From an optimization exercise on the open Yosys and OpenROAD flow, aimed at small area, a short achievable clock period and few clock cycles per item; shortcuts taken in it are not production practice.
Function was checked by simulation only, so behaviour that the tests miss may differ from the original.
No activity file was given, so power comes from the tool's default toggle rates.

wip/raven:
// fat_dir_entry_name_decoder_core
module fat_dir_entry_name_decoder_core #(
    parameter int NAME_CAPACITY = 64
) (
    input  logic                           aclk,
    input  logic                           aresetn,
    input  logic                           s_tvalid,
    output logic                           s_tready,
    input  logic [fdn_pkg::IN_TDATA_W-1:0] s_tdata,
    output logic                            m_tvalid,
    input  logic                            m_tready,
    output logic [fdn_pkg::OUT_TDATA_W-1:0] m_tdata,
    output logic                            m_tlast
);
Size in the first run: roughly 2100 cells after synthesis, ~710 flip-flops, roughly 360 I/O pins, about 31000 um2 of cells after synthesis.
Settings: LEC_CHECK=0, ABC_CLOCK_PERIOD_IN_PS=3000, CAP_MARGIN=20, CORE_MARGIN=2, CORE_UTILIZATION=40, SETUP_SLACK_MARGIN=3.0, SLEW_MARGIN=20; clock period 6.0 ns.
standard.sh (not shown) runs the stock make flow with config.mk's settings and CLKGATE_MAP_FILE= SYNTH_SCRIPT=/design/flow/synth_recipe.tcl, a recipe that flattens the netlist after the stock synthesis.
==> flow/flow/run.sh <==
#!/bin/bash
# The standard layout, with the port buffers that buffer_ports inserts made
# plain buffers (sky130_fd_sc_hd__buf_1) instead of the cell it picks by itself.
# Everything else is the standard flow, run through the standard.sh.
set -euo pipefail
export BUFFER_PORTS_ARGS="-buffer_cell sky130_fd_sc_hd__buf_1"
bash standard.sh > standard_flow.log 2>&1
Testbench counts of wip/raven, summed over its fixed seeds: cycles 14,449, entries 2,409.
Relative to wip/raven, the following input files were edited for wip/umber:
Settings: SETUP_SLACK_MARGIN now 2.8, was 3.0; CTS_CLUSTER_SIZE now 30, previously not set; ABC_CLOCK_PERIOD_IN_PS now 3300, was 3000; CTS_CLUSTER_DIAMETER now 100, previously not set; PLACE_DENSITY now 0.75, previously not set.
Findings:
- wip/umber has completed all stages; timing, DRC and antenna checks passed.
- Looking at largest fanout on the critical path across wip/raven and wip/umber, the one that comes out higher is wip/raven.
- Going from wip/raven to wip/umber, total power shrinks by 19%.
- When wip/umber is set beside wip/raven, its fmax turns out to be about 0.7% larger.
- Depth of the worst register-to-register path on wip/umber is down relative to wip/raven.
- [wip/umber vs wip/raven] final critical delay including setup and external delays: lower in wip/umber
- Re clock latency of the later-clocked register in the worst-skew pair: wip/raven was lower than wip/umber.
> inputs changed (wip/umber -> wip/xenon)
Settings: PLACE_DENSITY no longer set, was 0.75; CTS_CLUSTER_SIZE no longer set, was 30; CTS_CLUSTER_DIAMETER no longer set, was 100; SETUP_SLACK_MARGIN now 2.7, was 2.8.
## What came out
- Going from wip/umber to wip/xenon, the number of antenna cells inserted was found to have gone up by 1.
- Across both runs, final setup skew was lower for wip/xenon than for wip/umber.
- Going from wip/umber to wip/xenon, buffer share of cell area now sits at about the same level, clock share of power now sits higher, power now sits higher, share of synthesized area spent on multiplexers now sits at about the same level.
- The final reports for wip/xenon and wip/umber show routing usage on met3 higher in the former.

---

== run A ==
Starting RTL as in the previous note.
## fat_dir_entry_name_decoder_core
module fat_dir_entry_name_decoder_core #(
    parameter int NAME_CAPACITY = 64
) (
    input  logic                           aclk,
    input  logic                           aresetn,
    input  logic                           s_tvalid,
    output logic                           s_tready,
    input  logic [fdn_pkg::IN_TDATA_W-1:0] s_tdata,
    output logic                            m_tvalid,
    input  logic                            m_tready,
    output logic [fdn_pkg::OUT_TDATA_W-1:0] m_tdata,
    output logic                            m_tlast
);
export LEC_CHECK = 0
export ABC_CLOCK_PERIOD_IN_PS = 3300
export CAP_MARGIN = 20
export CORE_MARGIN = 2
export CORE_UTILIZATION = 40
export SETUP_SLACK_MARGIN = 2.7
export SLEW_MARGIN = 20
create_clock -name core_clock -period 6.0 [get_ports {aclk}]
==> flow/flow/run.sh <==
#!/bin/bash
# The standard layout, with the port buffers that buffer_ports inserts made
# plain buffers (sky130_fd_sc_hd__buf_2) instead of the cell it picks by itself.
# Everything else is the standard flow, run through the standard.sh.
set -euo pipefail
export BUFFER_PORTS_ARGS="-buffer_cell sky130_fd_sc_hd__buf_2"
bash standard.sh > standard_flow.log 2>&1
Run A finished every step from synthesis to the final layout, and the layout passed the timing, DRC and antenna checks.
Testbench counts of run A, summed over its fixed seeds: cycles 14,449, entries 2,409.
[inputs] run B vs run A
Settings: setting CTS_CLUSTER_DIAMETER to 100 for the first time; setting CTS_CLUSTER_SIZE to 30 for the first time; setting ABC_AREA to 1 for the first time; changing SETUP_SLACK_MARGIN from 2.7 to 2.8.
--- a/flow/flow/run.sh
+++ b/flow/flow/run.sh
@@ -3 +3 @@
-# plain buffers (sky130_fd_sc_hd__buf_2) instead of the cell it picks by itself.
+# plain buffers (sky130_fd_sc_hd__buf_1) instead of the cell it picks by itself.
@@ -6 +6 @@
-export BUFFER_PORTS_ARGS="-buffer_cell sky130_fd_sc_hd__buf_2"
+export BUFFER_PORTS_ARGS="-buffer_cell sky130_fd_sc_hd__buf_1"
Run A has a higher placed wire-length estimate after detailed placement than run B.
Share of cell area taken by multi-input logic gates: run A vs run B, no meaningful difference
Of run A and run B, the higher share of the yosys chip area belonging to registers belongs to run A.
Taking run A as the reference, in run B total chip power saw a decrease; clock network fraction of design power saw a decrease; design area saw a decrease; sequential power saw a decrease; internal reg-to-reg setup slack saw an increase.
Compared with run A, routed wire length in run B decreased by a few percent.
On clock network latency to the later pin of the worst-skew pair, run A and run B are basically level.
What run C does differently from run B at the input level:
Settings: removing ABC_AREA (formerly 1).
Notes after the runs:
The mean post-synth cell area in run C sits about 43% above the value recorded for run B. Internal power of the cells, run B and run C: lower on run B. Register-to-register slack in run C is 0.06 ns higher than in run B. Switching fraction of total power is lower on run C. Summary of run C over run B: met2 usage in global routing now sits higher; time the worst path needs with I/O delays and setup has increased; non-clock buffer count went down; final period utilization higher. Run C: die area lower than run B. Changes observed in run C relative to run B: core utilization grew by 1.7 points; number of instances in the synthesized netlist shrank by 32%.

==> what the ideal ports hide <==
In the flow no input, the clock included, has a driving cell. The finished layouts below were timed again as built, in two steps.
Step 1, drivers: a clkbuf_16 drives aclk and a buf_2 each remaining input, both assumed.
Step 2 moves the port delays by t, midway between the first and last clock arrival at a register: inputs arrive t later, outputs are due t later. That takes back most of the time a late clock gives input paths.
Slacks: ideal ports / drivers / drivers and shift; pairs: ideal ports / drivers.
run	t, ns	setup slack, ns	worst slew at a driven data input, ns
wip/raven	0.689	2.688 / 2.711 / 2.022	0.07
wip/umber	0.696	2.709 / 2.727 / 2.031	0.08
wip/xenon	0.681	2.713 / 2.724 / 2.042	0.07
run A	0.684	2.679 / 2.658 / 1.974	0.08
run B	0.693	2.773 / 2.773 / 2.147	0.07
run C	0.690	2.739 / 2.708 / 2.018	0.10
After both steps setup and hold are still met in every run listed. For run C, which loses most, drivers alone change the setup slack by -0.031 ns; drivers and shift together by -0.721 ns.
